From an optimization exercise on the open Yosys and OpenROAD flow, aimed at small area; shortcuts taken in it are not production practice.
Only simulation tests tie the RTL to the original design; equivalence was not proved.

==> flow/design.v (outline; a module is shown in full before it is edited, if it fits) <==
// module acf_tree_sq: 579 lines
// module acf_tree_mul: 674 lines
// module acf_sub: 201 lines
// module acf_fa: 10 lines
// module acf_ha: 9 lines
// module acf_xn: 7 lines
// module acf_or: 7 lines
// module acf_hac: 9 lines
// module autocorrelation_top: 215 lines
module autocorrelation_top (
    input  logic               iClock,
    input  logic               rst_n,
    input  logic               sample_valid,
    input  acf_pkg::sample_t   sample,
    output logic               coef_valid,
    output acf_pkg::acf_coef_t coef,
    output logic               block_done,
    output logic               overrun
);
  // ...
==> flow/run.sh <==
#!/bin/bash
# synth_recipe.tcl (not shown) runs the flow's synth.tcl, then flattens the netlist and writes it again
# the make line also repeats each setting of config.mk as NAME=value (left out here)
make -C /OpenROAD-flow-scripts/flow DESIGN_CONFIG=/design/flow/config.mk WORK_HOME=/design/flow/orfs CLKGATE_MAP_FILE= SYNTH_SCRIPT=/design/flow/synth_recipe.tcl finish
==> flow/config.mk <==
export PLATFORM = sky130hd
export DESIGN_NAME = autocorrelation_top
export DESIGN_NICKNAME = autocorrelation_top
export VERILOG_FILES = /design/flow/design.v
export SDC_FILE = /design/flow/constraint.sdc
export NUM_CORES = 4
export LEC_CHECK = 0
export CAP_MARGIN = 20
export CORE_MARGIN = 2
export CORE_UTILIZATION = 40
export CTS_CLUSTER_DIAMETER = 90
export CTS_CLUSTER_SIZE = 24
export SLEW_MARGIN = 20
export SYNTH_HIERARCHICAL = 1
export SYNTH_MINIMUM_KEEP_SIZE = 0
==> flow/constraint.sdc <==
create_clock -name core_clock -period 7.5 [get_ports {iClock}]
set_input_delay 1.5000 -clock core_clock [delete_from_list [all_inputs] [get_ports {iClock}]]
set_output_delay 1.5000 -clock core_clock [all_outputs]
set_load 0.01 [all_outputs]
==> impl_metrics.ini, run 1 <==
[setup_path]
crit_path_max_incr_delay_ps = 550
reg2reg_depth = 18
critical_path_peak_fanout = 10
timing.critical_path.slowest_stage_cell = sky130_fd_sc_hd__nor4_4
path_depth = 17
timing.critical_path.from = lag[0]
worstSetupStartpointType = flip-flop

[final_layout]
post_route_cells_drive_above_1_share = 0.0742
sequential_cell_area_mm2 = 0.0138
nNonClkInverters = 391
finish.utilization = 0.434
layout.area.top_class = multi-input combinational cells
flops_and_latches = 546
final-instance-count-excl-fill = 6853
clock_buffer_count = 43

[global_routing]
grt_util_met3 = 0.0442
busiest_layer = met2

[drt]
route.met2.wl_um = 73900
via_count = 38600
met1_length_um = 70700
dr_wl_met3_um = 13100

[die]
die_width_um = 370
n_tap_cell = 1768
core_region_area_mm2 = 0.133

[timing]
final_hold_slack_ps = 330
timing.final.setup_violations = 0

[synth]
syn-cell-area_mm2 = 0.0535
synth.avg_cell_area_um2 = 10.4

[placed_design]
gp_congestion = 0.908

[clocking]
clk_pin_slew_ps = 90
cts_sinks = 546
worstSkewPairLatency_ps = 640

[run_status]
outcome = complete, no violations
==> run 2: changes to the inputs <==
==> flow/flow/run.sh (new file) <==
#!/bin/bash
# The standard layout (standard.sh: standard synthesis, floorplan, placement,
# CTS, routing, finish), with one change: the port buffers that global placement
# inserts are the smallest buffer cell instead of the flow's default choice.
# make's full output goes to flow.log in the work folder; ORFS keeps each
# step's own log under orfs/logs.
set -euo pipefail
export BUFFER_PORTS_ARGS="-buffer_cell sky130_fd_sc_hd__buf_1"
bash standard.sh > flow.log 2>&1
==> flow/standard.sh (new file) <==
#!/bin/bash
# synth_recipe.tcl (not shown) runs the flow's synth.tcl, then flattens the netlist and writes it again
# the make line also repeats each setting of config.mk as NAME=value (left out here)
make -C /OpenROAD-flow-scripts/flow DESIGN_CONFIG=/design/flow/config.mk WORK_HOME=/design/flow/orfs CLKGATE_MAP_FILE= SYNTH_SCRIPT=/design/flow/synth_recipe.tcl "${@:-finish}"
removed: flow/run.sh
==> impl_metrics.ini, run 2 <==
[global_routing]
grt_overflow = 0
busiest_layer = met2
grtUsageMet2 = 0.379
grt_first_pass_wirelength_um = 250000
grt_start_max_net_pins = 103
antenna_found_initial = 6
grt_util_met1 = 0.332
gr-usage-all-layers = 0.238
number_of_global_route_vias_before_repair = 40100
grt_util_met3 = 0.0392

[placed_design]
area_of_placed_instances_mm2 = 0.0558
detailed_place_hpwl_um = 121000
gp_congestion = 0.904
portBuffers = 99

[synth]
postSynthNetCount = 6060
syn-cell-area_mm2 = 0.0535
postSynthCellCount = 5151
synthesis.yosys.warnings = 7
synth.avg_cell_area_um2 = 10.4

[final_layout]
final_area_mm2 = 0.0572
synth_to_layout_area_growth_pct = 7.00
final_cell_mix = sky130_fd_sc_hd__xnor2_1 (739), sky130_fd_sc_hd__fa_1 (688), sky130_fd_sc_hd__nand2_1 (533)
finish.net_count = 5969
leading_cell_type_in_the_layout_fill_and_taps_excluded = sky130_fd_sc_hd__xnor2_1
finish.utilization = 0.430
filler_cell_count = 12800
post_route_cells_drive_above_1_share = 0.0748

[setup_path]
worstSetupStartpointType = flip-flop
crit_arrival_ps = 7480
endpoint_class_of_the_critical_path = flip-flop
worstPathRequired_ps = 7900
crit_type = reg -> reg
r2r_slack_ps = 420
critical_path_peak_fanout = 28

[timing]
timing.final.setup_violations = 0
maxSlewHeadroom = 0.288
timing.final.crit_share = 0.945
period_minus_slack_ps = 7080
timing.final.max_slew_violations = 0
hold_viol_final = 0
max_freq_mhz = 141
timing_worst_slew_pin_value_ps = 1070
rsz0062_at_grt = no
clock_skew_ps = 41.6
fin_setup_tns_ps = 0

[drt]
via_count = 38600
vias_per_cell = 5.63
drt_iter0_markers = 3805
routed_wirelength_um = 162000
drtPass1Iterations = 10
ant_nets = 0
drt_drc_violations_left = 0
avgRoutedWirePerCell_um = 23.7

[clocking]
numCtsBuffers = 39
tritoncts_clock_tree = built
worstSkewPairLatency_ps = 660
cts_sinks = 546
clock_tree.htree_level_count = 2
clockBufferDepth = 3
clk_pin_slew_ps = 100
post_cts_hold_fix_bufs = 0
cts_root_buf = sky130_fd_sc_hd__clkbuf_16

[die]
design.die.area_mm2 = 0.137
rows = 134
die_h_um = 370
initial_core_utilization = 0.402
ios = 101
core_region_area_mm2 = 0.133
die_width_um = 370

[job]
number_of_max_cap_violations = 0

[run_status]
outcome = complete, no violations

[worst_hold_path]
hp-class = reg -> reg
-- run 2: path summary, 6_finish.rpt --
| check | start | endpoint | cells after the start |
|---|---|---|---|
| worst max register to register | hnew | hn3[36] | 18 |
| min in group asynchronous | rst_n | lag[2] | 2 |
| worst min-delay path | q[21] | q[22] | 0 |
| max in group asynchronous | rst_n | aclr | 2 |
| worst max-delay path | hnew | hn3[36] | 18 |
| worst min register to register | q[21] | q[22] | 0 |
-- run 2: layout make-up --
class	instances	area [um2]	share of cell area
Antenna cell	2	5.00	0.0000874
Timing Repair Buffer	230	1500	0.0261
Clock inverter	25	388	0.00678
Sequential cell	546	13800	0.242
Clock buffer	47	1050	0.0183
Multi-Input combinational cell	3852	36800	0.642
Inverter	391	1480	0.0258
Tap cell	1768	2210	0.0386
-- run 2: critical path, cell delays in order (launching register included) --
cell	delay, ps
sky130_fd_sc_hd__dfrtp_1	720
sky130_fd_sc_hd__buf_4	290
sky130_fd_sc_hd__and2_2	720
sky130_fd_sc_hd__buf_4	370
sky130_fd_sc_hd__a22oi_1	130
sky130_fd_sc_hd__xnor2_1	280
sky130_fd_sc_hd__fa_1	470
sky130_fd_sc_hd__fa_1	430
sky130_fd_sc_hd__fa_1	540
sky130_fd_sc_hd__fa_1	420
sky130_fd_sc_hd__ha_1	330
sky130_fd_sc_hd__nand2_1	200
sky130_fd_sc_hd__o21ai_0	170
sky130_fd_sc_hd__a32oi_1	280
sky130_fd_sc_hd__o41ai_4	190
sky130_fd_sc_hd__a21oi_2	460
sky130_fd_sc_hd__o21ai_1	190
sky130_fd_sc_hd__fa_1	410
sky130_fd_sc_hd__xnor2_1	160
-- run 2: through the flow --
step,cells,setup slack [ps],hold slack [ps]
after floorplan,5151,530,323
final,6861,415,347
after global routing,6859,8.34,363
after detailed placement,6786,566,329
after CTS,6858,92.8,351
after global placement,6786,659,326
-- run 2: timing repair --
action,CTS,global route
endpoints found under the setup margin,7,9
buffers inserted,0,1
pin swaps,0,1
gates resized for setup,1,2
-- run 2: layer usage --
layer | vias to the layer above | wire (um)
met3 | 229 | 13300
met1 | 19600 | 69900
met4 | 2 | 4860
met5 | - | 11
met2 | 1707 | 74300
li1 | 17100 | -
==> run 3: changes to the inputs <==
--- a/flow/config.mk
+++ b/flow/config.mk
@@ -10,4 +10,4 @@
 export CORE_UTILIZATION = 40
-export CTS_CLUSTER_DIAMETER = 90
-export CTS_CLUSTER_SIZE = 24
+export CTS_CLUSTER_DIAMETER = 100
+export CTS_CLUSTER_SIZE = 28
 export SLEW_MARGIN = 20
==> impl_metrics.ini, run 3 <==
[run_status]
outcome = complete, no violations

[die]
rows = 134
die_h_um = 370
initial_core_utilization = 0.402
ios = 101
core_region_area_mm2 = 0.133
die_width_um = 370
design.die.area_mm2 = 0.137

[final_layout]
final-instance-count-excl-fill = 6850
sequential_cell_area_mm2 = 0.0138
filler_cell_count = 12800
multiInputGateArea_mm2 = 0.0368
synth_to_layout_area_growth_pct = 6.57
post_route_cells_drive_above_1_share = 0.0726
finish.net_count = 5964
leading_cell_type_in_the_layout_fill_and_taps_excluded = sky130_fd_sc_hd__xnor2_1
final_cell_mix = sky130_fd_sc_hd__xnor2_1 (739), sky130_fd_sc_hd__fa_1 (688), sky130_fd_sc_hd__nand2_1 (533)
final_area_mm2 = 0.0570
finish.utilization = 0.428

[clocking]
cts_root_buf = sky130_fd_sc_hd__clkbuf_16
numCtsBuffers = 34
clock_tree.htree_level_count = 2
post_cts_hold_fix_bufs = 0
worstSkewPairLatency_ps = 650
tritoncts_clock_tree = built
cts_sinks = 546
clockBufferDepth = 3
clk_pin_slew_ps = 110

[timing]
timing_worst_slew_pin_value_ps = 1040
period_minus_slack_ps = 7090
rsz0062_at_grt = yes
timing.final.setup_violations = 0
timing.final.max_slew_violations = 0
final.setup.worst_slack_ps = 411
final_hold_slack_ps = 351
hold_viol_final = 0
clock_skew_ps = 61.9
maxSlewHeadroom = 0.305
timing.final.crit_share = 0.945
max_freq_mhz = 141

[global_routing]
grt_first_pass_wirelength_um = 249000
grt_start_max_net_pins = 103
antenna_found_initial = 5
grt_overflow = 0
gr-usage-all-layers = 0.238
number_of_global_route_vias_before_repair = 40000

[drt]
drtPass1Iterations = 9
routed_wirelength_um = 162000
drt_drc_violations_left = 0
vias_per_cell = 5.62
drt_iter0_markers = 3647
via_count = 38500
ant_nets = 0
avgRoutedWirePerCell_um = 23.7

[setup_path]
regToRegStartpoint = hnew
critical_path_peak_fanout = 28
worstPathRequired_ps = 7900
crit_arrival_ps = 7490
reg2reg_depth = 18
crit_type = reg -> reg
crit_top_cell = sky130_fd_sc_hd__fa_1
path_depth = 18
endpoint_class_of_the_critical_path = flip-flop
timing.critical_path.from = hnew
timing.critical_path.slowest_stage_cell = sky130_fd_sc_hd__dfrtp_1
crit_path_cell_trace = buf_4 -> and2_2 -> buf_4 -> a22oi_1 -> xnor2_1 -> fa_1 -> fa_1 -> fa_1 -> fa_1 -> ha_1 -> a21oi_1 -> o21ai_0 -> a32oi_1 -> o41ai_4 -> a21oi_2 -> o21ai_1 -> fa_1 -> xnor2_1
timing.critical_path.max_delay_family = adder cells
worstSetupStartpointType = flip-flop
crit_path_max_incr_delay_ps = 740
critical_path.n_buffers_inverters = 2

[worst_hold_path]
timing.hold.worst.start = q[0]
hp-class = reg -> reg
min_delay_path_depth = 0

[synth]
synth.avg_cell_area_um2 = 10.4
postSynthCellCount = 5151
synthesis.yosys.warnings = 7
postSynthNetCount = 6060
syn-cell-area_mm2 = 0.0535

[placed_design]
area_of_placed_instances_mm2 = 0.0558
dp_cells = 6786
detailed_place_hpwl_um = 121000
portBuffers = 99
gp_congestion = 0.904
pre_cts_ws_ps = 566

[job]
number_of_max_cap_violations = 0
run 3: through the flow:
step                setup TNS, ps
floorplan                       0
detailed placement              0
CTS                             0
global placement                0
finish                          0
global route               -0.484
run 3: worst reg2reg max path: stages, from the launching register on:
cell,delay (ps)
sky130_fd_sc_hd__dfrtp_1,740
sky130_fd_sc_hd__buf_4,300
sky130_fd_sc_hd__and2_2,730
sky130_fd_sc_hd__buf_4,390
sky130_fd_sc_hd__a22oi_1,140
sky130_fd_sc_hd__xnor2_1,290
sky130_fd_sc_hd__fa_1,470
sky130_fd_sc_hd__fa_1,430
sky130_fd_sc_hd__fa_1,540
sky130_fd_sc_hd__fa_1,420
sky130_fd_sc_hd__ha_1,330
sky130_fd_sc_hd__a21oi_1,200
sky130_fd_sc_hd__o21ai_0,170
sky130_fd_sc_hd__a32oi_1,280
sky130_fd_sc_hd__o41ai_4,190
sky130_fd_sc_hd__a21oi_2,460
sky130_fd_sc_hd__o21ai_1,200
sky130_fd_sc_hd__fa_1,410
sky130_fd_sc_hd__xnor2_1,150
run 3: layout make-up:
| class | count | area share |
|---|---|---|
| sequential | 546 | 0.243 |
| multi-input combinational | 3852 | 0.645 |
| clock buffer | 40 | 0.0157 |
| antenna | 2 | 0.0000878 |
| tap | 1768 | 0.0388 |
| timing repair buffer | 230 | 0.0262 |
| inverter | 391 | 0.0259 |
| clock inverter | 21 | 0.00542 |
run 3: final timing paths:
path / slack, ps / to
worst max-delay path: 410 / hn3[36]
worst min register to register: 350 / q[1]
min in group asynchronous: 820 / count[5]
worst min-delay path: 350 / q[1]
worst max register to register: 410 / hn3[36]
max in group asynchronous: 6380 / aclr
run 3: per-layer routing:
metal  GRT usage  routed length (um)
met1       0.333               70200
met5           0                  14
met3      0.0413               13000
met4      0.0677                4510
met2       0.378               74500
run 3: timing repair:
item,in CTS,in global routing
pin swaps,0,1
resized for setup,1,2
setup endpoints to repair,7,9
setup buffers,0,1
==> module autocorrelation_top, before the edit <==
module autocorrelation_top (
    input  logic               iClock,
    input  logic               rst_n,
    input  logic               sample_valid,
    input  acf_pkg::sample_t   sample,
    output logic               coef_valid,
    output acf_pkg::acf_coef_t coef,
    output logic               block_done,
    output logic               overrun
);
    logic [5:0]  count;
    logic        hnew;
    logic        hlast;
    logic        aclr;
    logic [15:0] x0, x1, x2, x3, x4;
    logic [15:0] xg;
    logic [36:0] accn0, accn1, accn2, accn3, accn4;
    logic [36:0] basen0, basen1, basen2, basen3, basen4;
    logic [36:0] nxtn0, nxtn1, nxtn2, nxtn3, nxtn4;
    logic        snap;
    always_ff @(posedge iClock or negedge rst_n) begin
        if (!rst_n) begin
            count <= '0;
            hnew  <= 1'b0;
            hlast <= 1'b0;
            aclr  <= 1'b1;
        end else begin
            hnew  <= sample_valid;
            hlast <= sample_valid && (count == 6'd63);
            if (sample_valid) begin
                count <= count + 1'b1;
            end
            if (hnew) begin
                aclr <= hlast;
            end
        end
    end
    always_ff @(posedge iClock) begin
        if (sample_valid) begin
            x0 <= sample;
            x1 <= (count == 6'd0) ? '0 : x0;
            x2 <= (count == 6'd0) ? '0 : x1;
            x3 <= (count == 6'd0) ? '0 : x2;
            x4 <= (count == 6'd0) ? '0 : x3;
        end
    end
    assign xg     = hnew ? x0 : '0;
    localparam logic [36:0] MASK  = 37'h00_0000_00FF;
    localparam logic [36:0] MASKL = 37'h00_0000_000F;
    assign basen0 = ~((accn0 ^ MASK) & {37{!aclr}});
    assign basen1 = ~((accn1 ^ MASKL) & {37{!aclr}});
    assign basen2 = ~((accn2 ^ MASKL) & {37{!aclr}});
    assign basen3 = ~((accn3 ^ MASKL) & {37{!aclr}});
    assign basen4 = ~((accn4 ^ MASKL) & {37{!aclr}});
    assign snap   = hnew && hlast;
    acf_tree_sq  t0 (.x(xg),          .accn(basen0), .accn_next(nxtn0));
    logic [7:0]  b_one, b_two, b_neg;
    logic [16:0] xe;
    assign xe = {xg, 1'b0};
    always_comb begin
        for (int i = 0; i < 8; i++) begin
            b_one[i] = xe[2*i+1] ^ xe[2*i];
            b_two[i] = (xe[2*i+2] & !xe[2*i+1] & !xe[2*i]) | (!xe[2*i+2] & xe[2*i+1] & xe[2*i]);
            b_neg[i] = xe[2*i+2];
        end
    end
    acf_tree_mul t1 (.one(b_one), .two(b_two), .neg(b_neg), .h(x1), .accn(basen1), .accn_next(nxtn1));
    acf_tree_mul t2 (.one(b_one), .two(b_two), .neg(b_neg), .h(x2), .accn(basen2), .accn_next(nxtn2));
    acf_tree_mul t3 (.one(b_one), .two(b_two), .neg(b_neg), .h(x3), .accn(basen3), .accn_next(nxtn3));
    acf_tree_mul t4 (.one(b_one), .two(b_two), .neg(b_neg), .h(x4), .accn(basen4), .accn_next(nxtn4));
    always_ff @(posedge iClock) begin
        accn0 <= nxtn0;
        accn1 <= nxtn1;
        accn2 <= nxtn2;
        accn3 <= nxtn3;
        accn4 <= nxtn4;
    end
    logic [36:0] hn0, hn1, hn2, hn3, hn4;
    logic        busy;
    logic        ld;
    logic        em;
    logic [2:0]  lag;
    logic [5:0]  cnt;
    logic [6:0]  ptr;
    logic [5:0]  p0;
    logic        z0;
    logic        zk;
    logic [7:0]  ebase;
    logic [23:0] rem;
    logic [22:0] q;
    logic        f;
    logic [36:0] cur;
    logic        neg;
    logic [36:0] mag;
    logic [5:0]  lod;
    logic        zero;
    logic        bit_in;
    logic        br;
    logic [25:0] diffn;
    logic [24:0] rem2;
    logic [25:0] diff;
    logic        ge;
    logic [7:0]  expo;
    always_comb begin
        case (lag)
            3'd0:    cur = hn0 ^ MASK;
            3'd1:    cur = hn1 ^ MASKL;
            3'd2:    cur = hn2 ^ MASKL;
            3'd3:    cur = hn3 ^ MASKL;
            default: cur = hn4 ^ MASKL;
        endcase
    end
    assign neg  = (lag != 3'd0) && cur[36];
    assign mag  = neg ? -cur : cur;
    assign zero = (cur == '0);
    always_comb begin
        lod = '0;
        for (int i = 0; i < 37; i++) begin
            if (mag[i]) begin
                lod = 6'(i);
            end
        end
    end
    assign bit_in = (cnt < 6'd24) && !ptr[6] && mag[ptr[5:0]];
    assign rem2   = {rem, br};
    acf_sub sub (.a(rem2), .b(hn0[35:13]), .accn_next(diffn));
    assign diff   = ~diffn;
    assign ge     = !diff[25];
    always_ff @(posedge iClock or negedge rst_n) begin
        if (!rst_n) begin
            busy       <= 1'b0;
            ld         <= 1'b0;
            em         <= 1'b0;
            lag        <= '0;
            coef_valid <= 1'b0;
            block_done <= 1'b0;
            overrun    <= 1'b0;
        end else begin
            coef_valid <= 1'b0;
            block_done <= 1'b0;
            overrun    <= snap && busy;
            if (!busy) begin
                if (snap) begin
                    busy       <= 1'b1;
                    lag        <= '0;
                    ld         <= 1'b1;
                    coef_valid <= 1'b1;
                end
            end else if (ld) begin
                ld <= 1'b0;
            end else if (em) begin
                em <= 1'b0;
                if (lag == 3'd4) begin
                    busy <= 1'b0;
                end else begin
                    lag <= lag + 1'b1;
                    ld  <= 1'b1;
                end
            end else if (lag == 3'd0) begin
                if (hn0[36] || z0) begin
                    lag <= 3'd1;
                    ld  <= 1'b1;
                end
            end else if (cnt == 6'd48 || (cnt == 6'd47 && f)) begin
                em         <= 1'b1;
                coef_valid <= 1'b1;
                block_done <= (lag == 3'd4);
            end
        end
    end
    always_ff @(posedge iClock) begin
        if (!busy && snap) begin
            hn0 <= nxtn0;
        end else if (busy && !ld && !em && lag == 3'd0 && !hn0[36] && !z0) begin
            hn0 <= (((hn0 ^ MASK) << 1) ^ MASK);
        end
        if (!busy && snap) begin
            hn1 <= nxtn1;
            hn2 <= nxtn2;
            hn3 <= nxtn3;
            hn4 <= nxtn4;
        end
        rem <= ld ? '0 : (ge ? diff[23:0] : rem2[23:0]);
        q   <= {q[21:0], ge};
        br  <= !ld && bit_in;
        if (ld) begin
            ptr <= {1'b0, lod};
            cnt <= '0;
            zk    <= zero;
            ebase <= 8'd126 + {2'b00, lod} - {2'b00, p0};
            if (lag == 3'd0) begin
                p0 <= lod;
                z0 <= zero;
            end
        end else begin
            ptr <= ptr - 1'b1;
            cnt <= cnt + 1'b1;
            if (cnt == 6'd24) begin
                f <= ge;
            end
        end
    end
    assign expo = ebase + {7'd0, f};
    always_comb begin
        coef.lag     = {1'b0, lag};
        coef.raw_sum = {{6{neg}}, cur};
        if (lag == 3'd0) begin
            coef.norm = zero ? 32'd0 : 32'h3F80_0000;
        end else if (zk || z0) begin
            coef.norm = '0;
        end else begin
            coef.norm = {neg, expo, q};
        end
    end
endmodule
==> run 4: changes to the inputs <==
--- a/flow/design.v
+++ b/flow/design.v
@@ -1533,3 +1533,3 @@
     logic        hlast;
-    logic        aclr;
+    logic [4:0]  keep;
     logic [15:0] x0, x1, x2, x3, x4;
@@ -1545,3 +1545,2 @@
             hlast <= 1'b0;
-            aclr  <= 1'b1;
         end else begin
@@ -1552,5 +1551,2 @@
             end
-            if (hnew) begin
-                aclr <= hlast;
-            end
         end
@@ -1560,6 +1556,11 @@
             x0 <= sample;
-            x1 <= (count == 6'd0) ? '0 : x0;
-            x2 <= (count == 6'd0) ? '0 : x1;
-            x3 <= (count == 6'd0) ? '0 : x2;
-            x4 <= (count == 6'd0) ? '0 : x3;
+            x1 <= x0;
+            x2 <= x1;
+            x3 <= x2;
+            x4 <= x3;
+        end
+    end
+    always_ff @(posedge iClock) begin
+        for (int k = 0; k < 5; k++) begin
+            keep[k] <= !(sample_valid && (count == 6'(k)));
         end
@@ -1569,7 +1570,7 @@
     localparam logic [36:0] MASKL = 37'h00_0000_000F;
-    assign basen0 = ~((accn0 ^ MASK) & {37{!aclr}});
-    assign basen1 = ~((accn1 ^ MASKL) & {37{!aclr}});
-    assign basen2 = ~((accn2 ^ MASKL) & {37{!aclr}});
-    assign basen3 = ~((accn3 ^ MASKL) & {37{!aclr}});
-    assign basen4 = ~((accn4 ^ MASKL) & {37{!aclr}});
+    assign basen0 = ~((accn0 ^ MASK) & {37{keep[0]}});
+    assign basen1 = ~((accn1 ^ MASKL) & {37{keep[1]}});
+    assign basen2 = ~((accn2 ^ MASKL) & {37{keep[2]}});
+    assign basen3 = ~((accn3 ^ MASKL) & {37{keep[3]}});
+    assign basen4 = ~((accn4 ^ MASKL) & {37{keep[4]}});
     assign snap   = hnew && hlast;
--- a/flow/config.mk
+++ b/flow/config.mk
@@ -10,4 +10,5 @@
 export CORE_UTILIZATION = 40
-export CTS_CLUSTER_DIAMETER = 100
-export CTS_CLUSTER_SIZE = 28
+export CTS_BUF_LIST = sky130_fd_sc_hd__clkbuf_8
+export CTS_CLUSTER_DIAMETER = 70
+export CTS_CLUSTER_SIZE = 16
 export SLEW_MARGIN = 20
==> impl_metrics.ini, run 4 <==
[run_status]
outcome = complete, no violations

[timing]
hold_viol_final = 0
fin_setup_tns_ps = 0
final_hold_slack_ps = 341
max_freq_mhz = 140
timing.final.crit_share = 0.952
timing.final.max_slew_violations = 0
clock_skew_ps = 61.0
timing_worst_slew_pin_value_ps = 1090
period_minus_slack_ps = 7140
rsz0062_at_grt = no
maxSlewHeadroom = 0.272
timing.final.setup_violations = 0

[die]
initial_core_utilization = 0.403
design.die.area_mm2 = 0.135
rows = 133
core_region_area_mm2 = 0.131
die_h_um = 368
ios = 101
die_width_um = 368

[final_layout]
multiInputGateArea_mm2 = 0.0364
finish.utilization = 0.431
sequential_cell_area_mm2 = 0.0139
finish.net_count = 5912
final-instance-count-excl-fill = 6807
synth_to_layout_area_growth_pct = 6.79
leading_cell_type_in_the_layout_fill_and_taps_excluded = sky130_fd_sc_hd__xnor2_1
final_cell_mix = sky130_fd_sc_hd__xnor2_1 (727), sky130_fd_sc_hd__fa_1 (688), sky130_fd_sc_hd__a22oi_1 (533)
post_route_cells_drive_above_1_share = 0.0682
filler_cell_count = 12500
final_area_mm2 = 0.0566

[clocking]
clockBufferDepth = 3
cts_resized = 0
worstSkewPairLatency_ps = 800
clock_tree.htree_level_count = 2
cts_sinks = 550
numCtsBuffers = 54
clk_pin_slew_ps = 110
post_cts_buffers = 0
tritoncts_clock_tree = built
post_cts_hold_fix_bufs = 0
cts_root_buf = sky130_fd_sc_hd__clkbuf_8

[setup_path]
endpoint_class_of_the_critical_path = output pin
timing.critical_path.from = lag[0]
regToRegStartpoint = x0[3]
crit_arrival_ps = 5640
critPathCapture = coef[26]
r2r_slack_ps = 620
worstPathRequired_ps = 6000
crit_type = reg -> out
r2r_end = hn3[34]
critical_path_peak_fanout = 24
reg2reg_depth = 18
worstSetupStartpointType = flip-flop

[drt]
vias_per_cell = 5.71
ant_nets = 0
routed_wirelength_um = 165000
drt_drc_violations_left = 0
drt_iter0_markers = 3729
via_count = 38900
avgRoutedWirePerCell_um = 24.3
drtPass1Iterations = 6

[job]
number_of_max_cap_violations = 0

[global_routing]
grt_start_max_net_pins = 74
gr-usage-all-layers = 0.244
antenna_found_initial = 7
grt_first_pass_wirelength_um = 253000
grt_overflow = 0
number_of_global_route_vias_before_repair = 40000

[placed_design]
gp_congestion = 0.919
dp_cells = 6699
portBuffers = 99
area_of_placed_instances_mm2 = 0.0553
detailed_place_hpwl_um = 121000

[synth]
synthesis.yosys.warnings = 7
synth.avg_cell_area_um2 = 10.4
postSynthCellCount = 5084
syn-cell-area_mm2 = 0.0530
postSynthNetCount = 5995

[worst_hold_path]
hp-class = reg -> reg
run 4: worst min-delay path by stage:
| stage | slack, ps | cells after the start | end | startpoint |
|---|---|---|---|---|
| 4_1_cts | 340 | 0 | q[17] | q[16] |
| 3_5_place_dp | 330 | 0 | q[19] | q[18] |
| 6_report | 340 | 0 | q[17] | q[16] |
| 2_1_floorplan | 320 | 0 | q[10] | q[9] |
| 5_1_grt | 350 | 0 | q[17] | q[16] |
| 3_3_place_gp | 330 | 0 | q[22] | q[21] |
run 4: final cells by class:
class | count | share of cell area
inverters | 363 | 0.0242
repair buffers | 223 | 0.0268
diodes | 6 | 0.000265
well taps | 1755 | 0.0388
multi-input cells | 3809 | 0.643
clock buffers | 56 | 0.0136
clock inverters | 45 | 0.00769
flip-flops and latches | 550 | 0.246
run 4: stage by stage:
step | worst slack [ps]
2_1_floorplan | 528
3_3_place_gp | 833
3_5_place_dp | 752
4_1_cts | 266
5_1_grt | 172
6_report | 357
run 4: metal layers:
layer  vias to the layer above  part of all wire  track usage
met5                         -           0.00028            0
met4                         8             0.035       0.0806
li1                      17000                 -            -
met2                      1811              0.46        0.384
met3                       354             0.091       0.0559
met1                     19700              0.42        0.331
run 4: critical path, cell delays in order, from the launching register on:
cell                      delay, ps
sky130_fd_sc_hd__dfrtp_1        430
sky130_fd_sc_hd__inv_1          100
sky130_fd_sc_hd__ha_1           390
sky130_fd_sc_hd__buf_4          340
sky130_fd_sc_hd__a22oi_1        740
sky130_fd_sc_hd__a31oi_1        180
sky130_fd_sc_hd__buf_4          210
sky130_fd_sc_hd__or4_4          450
sky130_fd_sc_hd__nor3_4         150
sky130_fd_sc_hd__buf_4          200
sky130_fd_sc_hd__nand4_1        270
sky130_fd_sc_hd__or4_1          640
sky130_fd_sc_hd__o21ai_1        350
sky130_fd_sc_hd__o21ai_0        190
sky130_fd_sc_hd__buf_1          160
==> run 5: changes to the inputs <==
--- a/flow/config.mk
+++ b/flow/config.mk
@@ -10,5 +10,4 @@
 export CORE_UTILIZATION = 40
-export CTS_BUF_LIST = sky130_fd_sc_hd__clkbuf_8
-export CTS_CLUSTER_DIAMETER = 70
-export CTS_CLUSTER_SIZE = 16
+export CTS_CLUSTER_DIAMETER = 90
+export CTS_CLUSTER_SIZE = 24
 export SLEW_MARGIN = 20
==> impl_metrics.ini, run 5 <==
[setup_path]
worstPathRequired_ps = 6000
regToRegStartpoint = x0[8]
worstSetupStartpointType = flip-flop
crit_path_cell_trace = inv_1 -> ha_1 -> buf_4 -> a22oi_1 -> a31oi_1 -> or4_4 -> nor3_4 -> buf_4 -> nand4_1 -> or4_1 -> o21ai_0 -> o21ai_0 -> buf_1
timing.critical_path.max_delay_family = compound AO/OA/AOI/OAI gates
crit_type = reg -> out
crit_arrival_ps = 5740
crit_path_max_incr_delay_ps = 770
r2r_slack_ps = 600
critical_path_peak_fanout = 24
reg2reg_depth = 19
timing.critical_path.slowest_stage_cell = sky130_fd_sc_hd__a22oi_1
endpoint_class_of_the_critical_path = output pin
r2r_end = hn4[26]
critical_path.n_buffers_inverters = 4

[clocking]
cts_sinks = 550
numCtsBuffers = 39
tritoncts_clock_tree = built
cts_root_buf = sky130_fd_sc_hd__clkbuf_16
clockBufferDepth = 3
clock_tree.htree_level_count = 2
post_cts_buffers = 0
worstSkewPairLatency_ps = 670
clk_pin_slew_ps = 90
cts_resized = 0
post_cts_hold_fix_bufs = 0

[run_status]
outcome = complete, no violations

[die]
core_region_area_mm2 = 0.131
die_h_um = 368
design.die.area_mm2 = 0.135
ios = 101
die_width_um = 368
initial_core_utilization = 0.403
rows = 133

[job]
number_of_max_cap_violations = 0

[synth]
postSynthCellCount = 5084
postSynthNetCount = 5995
synthesis.yosys.warnings = 7
syn-cell-area_mm2 = 0.0530
synth.avg_cell_area_um2 = 10.4

[drt]
ant_nets = 0
avgRoutedWirePerCell_um = 24.3
routed_wirelength_um = 165000
drt_iter0_markers = 3576
vias_per_cell = 5.69
drt_drc_violations_left = 0
drtPass1Iterations = 6
via_count = 38600

[final_layout]
filler_cell_count = 12400
post_route_cells_drive_above_1_share = 0.0640
synth_to_layout_area_growth_pct = 7.23
finish.net_count = 5897
leading_cell_type_in_the_layout_fill_and_taps_excluded = sky130_fd_sc_hd__xnor2_1
final_cell_mix = sky130_fd_sc_hd__xnor2_1 (727), sky130_fd_sc_hd__fa_1 (688), sky130_fd_sc_hd__a22oi_1 (534)

[timing]
maxSlewHeadroom = 0.253
period_minus_slack_ps = 7240
fin_setup_tns_ps = 0
timing.final.max_slew_violations = 0
max_freq_mhz = 138
timing.final.setup_violations = 0
hold_viol_final = 0
clock_skew_ps = 52.7
timing_worst_slew_pin_value_ps = 1120
rsz0062_at_grt = no
timing.final.crit_share = 0.965

[global_routing]
grt_first_pass_wirelength_um = 252000
grt_start_max_net_pins = 74
antenna_found_initial = 6
number_of_global_route_vias_before_repair = 39800
gr-usage-all-layers = 0.243
grt_overflow = 0

[worst_hold_path]
min_delay_path_depth = 0
hp-class = reg -> reg
hold-path-endpoint = q[9]
timing.hold.worst.start = q[8]

[placed_design]
gp_congestion = 0.919
portBuffers = 99
detailed_place_hpwl_um = 121000
## run 5: cell types whose count changed in the layout (fill, tap and decap cells not counted), moves of 2 or more
cell / previous run / this run
sky130_fd_sc_hd__clkbuf_1: 0 / 6
sky130_fd_sc_hd__inv_12: 2 / 5
sky130_fd_sc_hd__clkbuf_16: 0 / 41
sky130_fd_sc_hd__clkinv_4: 4 / 1
sky130_fd_sc_hd__clkinvlp_4: 4 / 0
sky130_fd_sc_hd__clkbuf_8: 56 / 1
sky130_fd_sc_hd__inv_6: 7 / 4
sky130_fd_sc_hd__clkinv_8: 7 / 3
sky130_fd_sc_hd__inv_8: 4 / 2
sky130_fd_sc_hd__clkinv_1: 5 / 3
sky130_fd_sc_hd__clkinv_16: 0 / 2
sky130_fd_sc_hd__inv_16: 0 / 5
sky130_fd_sc_hd__inv_1: 335 / 324
sky130_fd_sc_hd__diode_2: 6 / 3
## run 5: layout make-up
type                            instances  area, um2  area share
Antenna cell                            3       7.51    0.000132
Clock buffer                           48       1060      0.0187
Inverter                              363       1370      0.0241
Tap cell                             1755       2200      0.0386
Clock inverter                         24        390     0.00687
Timing Repair Buffer                  223       1520      0.0267
Sequential cell                       550      13900       0.245
Multi-Input combinational cell       3809      36400       0.640
## run 5: how the worst max path moves through the flow
stage,start,endpoint,depth (start not counted)
global placement,x0[6],hn3[36],19
finish,lag[0],coef[26],13
floorplan,x0[4],hn1[34],18
global route,lag[0],coef[26],13
detailed placement,x0[3],hn2[36],18
CTS,lag[0],coef[26],13
## run 5: metal layers
layer  up-vias  track usage  wire (um)
met5         -            0         21
met4         4       0.0824       5520
met3       311       0.0519      14900
met2      1774        0.385      75700
met1     19500        0.330      68500
li1      16900            -          -
## run 5: through the flow
stage	worst slack, ps	cells	hold WS [ps]	util	cell area (um2)
5_1_grt	112	6772	355	0.432	56800
3_5_place_dp	752	6699	331	0.421	55300
2_1_floorplan	528	5084	323	-	53000
3_3_place_gp	833	6699	327	0.421	55300
4_1_cts	458	6771	352	0.432	56800
6_report	264	6775	350	0.432	56800

port drivers added, routing unchanged:
How much do the figures lean on ideal ports? The routed layouts below were timed once more, with nothing changed but the port constraints. Step 1 (the two cells are an assumption about what drives the block):
set clk [get_ports {iClock}]
set_driving_cell -lib_cell sky130_fd_sc_hd__clkbuf_16 $clk
set_driving_cell -lib_cell sky130_fd_sc_hd__buf_2 [delete_from_list [all_inputs] $clk]
Step 2 times the ports against the registers' clock, not the clock port: input delays grow and output delays shrink by t, the midpoint of the rising clock arrivals with the driver on. a / b / c = no drivers / after step 1 / after step 2; a / b = the first two.
run	t (ns)	setup WS [ns]	worst hold slack (ns)	slew at the worst register clock pin (ns)	pins driven straight from the clock port
run 1	0.709	0.411 / 0.330 / 0.413	0.330 / 0.330 / 0.330	0.11 / 0.11	1
run 2	0.727	0.415 / 0.349 / 0.415	0.347 / 0.347 / 0.347	0.10 / 0.10	1
run 3	0.708	0.411 / 0.363 / 0.411	0.351 / 0.351 / 0.351	0.11 / 0.11	1
run 4	0.859	0.357 / 0.269 / 0.621	0.341 / 0.341 / 0.341	0.12 / 0.12	1
run 5	0.726	0.264 / 0.183 / 0.601	0.350 / 0.350 / 0.350	0.10 / 0.10	1
After both steps every run listed still meets setup and hold.
